What follows belongs to an exercise in optimizing a design on an open flow for small area; a production flow would make more cautious choices.
Only simulation tests tie the RTL to the original design; equivalence was not proved.
No activity file was given, so power comes from the tool's default toggle rates.

--- flow/design.v ---
package regfile_pkg;
  localparam int DEFAULT_DATA_W = 32;
  localparam int DEFAULT_ADDR_W = 5;
  localparam int REG_ZERO       = 0;
endpackage
module regfile_scoreboard
#(
  parameter int DEPTH = 32   
) (
  input  logic        clock,
  input  logic        set_en,
  input  logic [4:0]  set_addr,
  input  logic [31:1] keep,
  output logic [31:0] busy
);
  logic [31:1] busy_r;
  logic [31:1] busy_nxt;
  logic [3:0]  lo_n;
  logic [7:0]  hi_n;
  rf_predec_lo #(.N(2)) u_lo (.addr (set_addr[1:0]), .dec_n (lo_n));
  rf_predec #(.N(3)) u_hi (.en (set_en), .addr (set_addr[4:2]), .dec_n (hi_n));
  for (genvar i = 1; i < 32; i++) begin : g_reg
    logic set;
    rf_nor2 u_set (.a (lo_n[i%4]), .b (hi_n[i/4]), .y (set));
    rf_busy_next u_nxt (
      .q    (busy_r[i]),
      .keep (keep[i]),
      .set  (set),
      .d    (busy_nxt[i])
    );
  end
  always_ff @(posedge clock) begin
    busy_r <= busy_nxt;
  end
  assign busy = {busy_r, 1'b0};
endmodule
module rf_busy_next (
  input  logic q,
  input  logic keep,
  input  logic set,
  output logic d
);
  assign d = set | (q & keep);
endmodule
module regfile_sb
#(
  parameter int DATA_W = regfile_pkg::DEFAULT_DATA_W,   
  parameter int ADDR_W = regfile_pkg::DEFAULT_ADDR_W,   
  parameter int NREAD  = 2
) (
  input  logic                    clock,
  input  logic                    reset,
  input  logic                    we,
  input  logic [ADDR_W-1:0]       waddr,
  input  logic [DATA_W-1:0]       wdata,
  input  logic [NREAD*ADDR_W-1:0] raddr,
  output logic [NREAD*DATA_W-1:0] rdata,
  input  logic                    busy_set,
  input  logic [ADDR_W-1:0]       busy_addr,
  output logic [NREAD-1:0]        pending,
  output logic                    stall
);
  localparam int DEPTH = 2**ADDR_W;
  logic              phase_r;
  logic [DATA_W-1:0] mem_r   [DEPTH-1:1];
  logic [DATA_W-1:0] mem_nxt [DEPTH-1:1];
  logic [DEPTH-1:0]  busy_s;
  logic [DEPTH-1:1]  ld;
  logic [DEPTH-1:1]  ld_n;
  logic [DEPTH-1:1]  keep;
  logic [DATA_W-1:0] wbus;
  logic              wr_en;
  logic              set_en;
  assign wr_en = we & ~reset;
  rf_onehot_dec u_wdec (
    .en   (wr_en),
    .addr (waddr),
    .reset(reset),
    .ld   (ld),
    .ld_n (ld_n),
    .keep (keep)
  );
  for (genvar b = 0; b < DATA_W; b++) begin : g_wbus
    logic wbus_n;
    rf_xnor2 u_x   (.a (wdata[b]), .b (phase_r), .y (wbus_n));
    rf_inv   u_drv (.a (wbus_n), .y (wbus[b]));
  end
  always_ff @(posedge clock) begin
    phase_r <= ~(phase_r | reset);
  end
  for (genvar i = 1; i < DEPTH; i++) begin : g_word
    for (genvar b = 0; b < DATA_W; b++) begin : g_bit
      rf_bit_next u_nxt (
        .q    (mem_r[i][b]),
        .ld   (ld[i]),
        .ld_n (ld_n[i]),
        .wbus (wbus[b]),
        .d    (mem_nxt[i][b])
      );
    end
  end
  always_ff @(posedge clock) begin
    for (int i = 1; i < DEPTH; i++) begin
      mem_r[i] <= mem_nxt[i];
    end
  end
  assign set_en = busy_set & ~reset;
  regfile_scoreboard #(
    .DEPTH (DEPTH)
  ) u_scoreboard (
    .clock    (clock),
    .set_en   (set_en),
    .set_addr (busy_addr),
    .keep     (keep),
    .busy     (busy_s)
  );
  for (genvar p = 0; p < NREAD; p++) begin : g_port
    logic [DEPTH-1:1] sel;
    logic             flip;
    rf_read_dec u_dec (
      .addr  (raddr[p*ADDR_W +: ADDR_W]),
      .phase (phase_r),
      .sel   (sel),
      .flip  (flip)
    );
    for (genvar b = 0; b <= DATA_W; b++) begin : g_bit
      logic [DEPTH-1:1] col;
      logic             raw;
      for (genvar i = 1; i < DEPTH; i++) begin : g_col
        if (b < DATA_W) begin : g_d
          assign col[i] = mem_r[i][b];
        end else begin : g_p
          assign col[i] = busy_s[i];
        end
      end
      rf_read_bit u_rd (
        .sel (sel),
        .col (col),
        .out (raw)
      );
      if (b < DATA_W) begin : g_od
        rf_xor2 u_flip (.a (raw), .b (flip), .y (rdata[p*DATA_W + b]));
      end else begin : g_op
        assign pending[p] = raw;
      end
    end
  end
  assign stall = |pending;
endmodule
module rf_onehot_dec (
  input  logic        en,
  input  logic [4:0]  addr,
  input  logic        reset,
  output logic [31:1] ld,
  output logic [31:1] ld_n,
  output logic [31:1] keep
);
  logic [3:0] lo_n;
  logic [7:0] hi_n;
  rf_predec_lo #(.N(2)) u_lo (.addr (addr[1:0]), .dec_n (lo_n));
  rf_predec #(.N(3)) u_hi (.en (en),   .addr (addr[4:2]), .dec_n (hi_n));
  for (genvar i = 1; i < 32; i++) begin : g_reg
    logic w;
    rf_nor2 u_w    (.a (lo_n[i%4]), .b (hi_n[i/4]), .y (w));
    rf_inv  u_ld_n (.a (w), .y (ld_n[i]));
    rf_nor2 u_keep (.a (w), .b (reset), .y (keep[i]));
    rf_inv  u_ld   (.a (keep[i]), .y (ld[i]));
  end
endmodule
module rf_read_dec (
  input  logic [4:0]  addr,
  input  logic        phase,
  output logic [31:1] sel,
  output logic        flip
);
  logic [3:0] lo;
  logic [7:0] hi;
  logic       flip_n;
  rf_predec_hi #(.N(2)) u_lo (.addr (addr[1:0]), .dec (lo));
  rf_predec_hi #(.N(3)) u_hi (.addr (addr[4:2]), .dec (hi));
  for (genvar i = 1; i < 32; i++) begin : g_reg
    logic s_n;
    rf_nand2 u_s   (.a ({lo[i%4], hi[i/4]}), .y (s_n));
    rf_inv   u_drv (.a (s_n), .y (sel[i]));
  end
  rf_flip u_flip (.addr (addr), .phase (phase), .flip_n (flip_n));
  rf_inv  u_fdrv (.a (flip_n), .y (flip));
endmodule
module rf_predec
#(
  parameter int N = 2
) (
  input  logic          en,
  input  logic [N-1:0]  addr,
  output logic [2**N-1:0] dec_n
);
  always_comb begin
    for (int k = 0; k < 2**N; k++) begin
      dec_n[k] = ~(en & (addr == N'(k)));
    end
  end
endmodule
module rf_predec_lo
#(
  parameter int N = 2
) (
  input  logic [N-1:0]    addr,
  output logic [2**N-1:0] dec_n
);
  always_comb begin
    for (int k = 0; k < 2**N; k++) begin
      dec_n[k] = (addr != N'(k));
    end
  end
endmodule
module rf_predec_hi
#(
  parameter int N = 2
) (
  input  logic [N-1:0]    addr,
  output logic [2**N-1:0] dec
);
  always_comb begin
    for (int k = 0; k < 2**N; k++) begin
      dec[k] = (addr == N'(k));
    end
  end
endmodule
module rf_flip (
  input  logic [4:0] addr,
  input  logic       phase,
  output logic       flip_n
);
  assign flip_n = ~(phase & (|addr));
endmodule
module rf_bit_next (
  input  logic q,
  input  logic ld,
  input  logic ld_n,
  input  logic wbus,
  output logic d
);
  assign d = ~((q | ld) & (wbus | ld_n));
endmodule
module rf_read_bit (
  input  logic [31:1] sel,
  input  logic [31:1] col,
  output logic        out
);
  logic [10:0] grp_n;
  logic [2:0]  part;
  for (genvar g = 0; g < 10; g++) begin : g_grp
    rf_aoi3 u_aoi (
      .s   (sel[3*g+1 +: 3]),
      .d   (col[3*g+1 +: 3]),
      .y_n (grp_n[g])
    );
  end
  rf_nand2 u_lone (.a ({sel[31], col[31]}), .y (grp_n[10]));
  rf_nand4 u_p0 (.a (grp_n[3:0]), .y (part[0]));
  rf_nand4 u_p1 (.a (grp_n[7:4]), .y (part[1]));
  rf_nand3 u_p2 (.a (grp_n[10:8]), .y (part[2]));
  rf_or3   u_fin (.a (part), .y (out));
endmodule
module rf_aoi3 (
  input  logic [2:0] s,
  input  logic [2:0] d,
  output logic       y_n
);
  assign y_n = ~|(s & d);
endmodule
module rf_nand4 (
  input  logic [3:0] a,
  output logic       y
);
  assign y = ~&a;
endmodule
module rf_nand3 (
  input  logic [2:0] a,
  output logic       y
);
  assign y = ~&a;
endmodule
module rf_nand2 (
  input  logic [1:0] a,
  output logic       y
);
  assign y = ~&a;
endmodule
module rf_or3 (
  input  logic [2:0] a,
  output logic       y
);
  assign y = |a;
endmodule
module rf_nor2 (
  input  logic a,
  input  logic b,
  output logic y
);
  assign y = ~(a | b);
endmodule
module rf_xor2 (
  input  logic a,
  input  logic b,
  output logic y
);
  assign y = a ^ b;
endmodule
module rf_xnor2 (
  input  logic a,
  input  logic b,
  output logic y
);
  assign y = ~(a ^ b);
endmodule
module rf_inv (
  input  logic a,
  output logic y
);
  assign y = ~a;
endmodule
--- flow/run.sh ---
#!/bin/bash
# synth_recipe.tcl (not shown) runs the flow's synth.tcl, then flattens the netlist and writes it again
# the make line also repeats each setting of config.mk as NAME=value (left out here)
make -C /OpenROAD-flow-scripts/flow DESIGN_CONFIG=/design/flow/config.mk WORK_HOME=/design/flow/orfs CLKGATE_MAP_FILE= SYNTH_SCRIPT=/design/flow/synth_recipe.tcl finish
--- flow/config.mk ---
export PLATFORM = sky130hd
export DESIGN_NAME = regfile_sb
export DESIGN_NICKNAME = regfile_sb
export VERILOG_FILES = /design/flow/design.v
export SDC_FILE = /design/flow/constraint.sdc
export NUM_CORES = 8
export LEC_CHECK = 0
export CAP_MARGIN = 20
export CORE_MARGIN = 2
export CORE_UTILIZATION = 45
export CTS_CLUSTER_DIAMETER = 100
export CTS_CLUSTER_SIZE = 24
export SETUP_SLACK_MARGIN = 0.15
export SLEW_MARGIN = 20
export SYNTH_HIERARCHICAL = 1
export SYNTH_MINIMUM_KEEP_SIZE = 0
--- flow/constraint.sdc ---
create_clock -name core_clock -period 7.0 [get_ports {clock}]
set_input_delay 1.4000 -clock core_clock [delete_from_list [all_inputs] [get_ports {clock}]]
set_output_delay 1.4000 -clock core_clock [all_outputs]
set_load 0.01 [all_outputs]
==> flow_metrics.tcl <==
set metrics [dict create \
    status "complete, no violations" \
    worstPathArrival_ps 5450 \
    p_total_mw 11.53 \
    worstMarginPinSlew_ps 1303 \
    setup_viol 0 \
    cts_sinks 1024 \
    antenna_found_initial 11 \
    p_leak_nw 16.31 \
    grt_pass1_vias 37550 \
    slew_viol_final 0 \
    finalNonFillerCells 4953 \
    relSlewSlack 0.1306 \
    switching_share 0.2881 \
    setup_slack_ps 149.6 \
    path_max_fanout 18 \
    gp_congestion 0.9388 \
    num_rows 106 \
    cts_buffers 48 \
    cts_tree "done" \
    drt_wl_total_mm 181.3 \
    p_sw_mw 3.320 \
    core-area_sq_um 83420 \
    via_per_inst 8.146 \
    post-place-ws_ps 458.7 \
    clk_latency_ps 660 \
    period_minus_slack_ps 6850 \
    yosys_warnings 15 \
    tns_ps 0 \
    place_hpwl_mm 109.0 \
    via_count 40350 \
    place_area_sq_um 41940 \
    pwr-share-comb 0.148 \
    placedCellCount 4895 \
    synth_area_per_cell_sq_um 10.79 \
    cts_setup_buffers 0 \
    rsz0062_at_grt "no" \
    power_density_nw_per_um2 266.6 \
    die-area_sq_um 86380 \
    end_kind "output pin" \
    max-vdd-ir-drop_mv 0.1655 \
    crit_type "in2out" \
    grt_max_degree 35 \
    holdBufCountCts 0 \
    htree_levels 2 \
    io_buffer_count 122 \
    layout-drive-gt1-share 0.06880 \
    cp.required_ps 5600 \
    area_growth_pct 14.31 \
    nets 3922 \
    seq_power_share 0.576 \
    start_kind "input pin" \
    hold_path.class "reg2reg" \
    cts_resized 0 \
    clockBufferDepth 3 \
    design_area_sq_um 43230 \
    fmax_ghz 0.1460 \
    start_util 0.4534 \
    clk_pin_slew_ps 110 \
    track_usage 0.4005 \
    skew_ps 24.96 \
    firstDrtPassIters 13 \
    p_int_mw 8.207 \
    clock_power_share 0.276 \
    max-cap-violations 0 \
    grt_pass1_wl_mm 256.8 \
    drc 0 \
    die_w_um 293.9 \
    syn-cell-area_sq_um 37820 \
    wire_per_inst_um 36.60 \
    hold_viol_final 0 \
    io_pins 123 \
    syn_inst 3504 \
    synthesis.nets 3560 \
    postRouteAntennaNets 0 \
    timing.final.crit_share 0.9786 \
    root_buffer "clkbuf_16" \
    die_h_um 293.9 \
    drt_iter0_drc 9304 \
    grt_overflow 0 \
]
stage by stage:
| stage | hold WS (ps) | utilization |
|---|---|---|
| after floorplan | 441.5 | - |
| after global placement | 384.7 | 0.5019 |
| after detailed placement | 387.6 | 0.5028 |
| after CTS | 401.5 | 0.5176 |
| after global routing | 424.8 | 0.5181 |
| final | 403.7 | 0.5182 |
power groups by stage:
stage	Clock [mW]	Sequential [mW]	Combinational (mW)
detailed placement	0	6.75	1.64
CTS	3.17	6.62	1.64
global route	3.37	6.69	1.76
global placement	0	6.75	1.61
finish	3.18	6.64	1.70
floorplan	0	6.66	0.878
area by class of cell:
type                            instances  area, sq um
Tap cell                             1080         1351
Sequential cell                      1024        20500
Timing Repair Buffer                  314         2813
Clock inverter                          1        8.758
Clock buffer                           49         1226
Fill cell                            7775        40190
Multi-Input combinational cell       2320        16710
Antenna cell                            7        17.52
Inverter                              158        600.6
sequential cells by signal, summed over array words and instances, names as in the netlist:
signal / count
mem_r: 992
phase_r: 1
u_scoreboard.busy_r: 31
critical path: stages:
cell and delay, ps:
clkdlybuf4s50_1 640, and3b_2 380, nand2_1 110, clkinvlp_4 630, a222oi_1 630, nand4_1 130, or3_1 400, xor2_1 470
clkdlybuf4s50_1 640
worst paths after layout:
kind	start	endpoint	slack, ps	cells after the start
max	raddr[4]	rdata[4]	150	9
min	phase_r$_DFF_P_	phase_r$_DFF_P_	400	1
max reg2reg	phase_r$_DFF_P_	mem_r[28][22]$_DFF_P_	4430	4
min reg2reg	phase_r$_DFF_P_	phase_r$_DFF_P_	400	1
layer usage:
| layer | up-vias | wire, um | track usage |
|---|---|---|---|
| li1 | 16350 | - | - |
| met1 | 19610 | 66610 | 0.5241 |
| met2 | 3623 | 73780 | 0.5713 |
| met3 | 763 | 27440 | 0.1230 |
| met4 | 6 | 13430 | 0.2551 |
| met5 | - | 37 | 0.003403 |
cell usage in the layout (no fill, tap or decap), types with 96 or more instances in the layout:
master,count
nand2_1,130
nor2_1,96
nand4_1,134
dfxtp_1,1023
clkdlybuf4s50_1,122
inv_1,144
a222oi_1,660
o22ai_1,992
buf_4,180

-- separate check: timing with driven ports --
In the flow no input, the clock included, has a driving cell. The finished layout below was timed again as built, in two steps. Step 1 sets driving cells, clkbuf_16 on the clock port and buf_2 on the other inputs (assumed; they add their load-dependent delay and slew). Step 2 also shifts input and output timing later by t, the mid clock arrival at the registers, as if the neighbouring blocks saw the same clock. Three values: no drivers, after step 1, after step 2; two values: the first two.
t, ns: 0.716
setup slack, ns: 0.150 / 0.127 / 0.127
hold slack, ns: 0.404 / 0.404 / 0.404
worst slew at a driven data input, ns: 0.14
pins driven straight from the clock port: 1
After both steps this run still meets setup and hold. For this run, drivers alone change the setup slack by -0.023 ns; drivers and shift together by -0.023 ns.
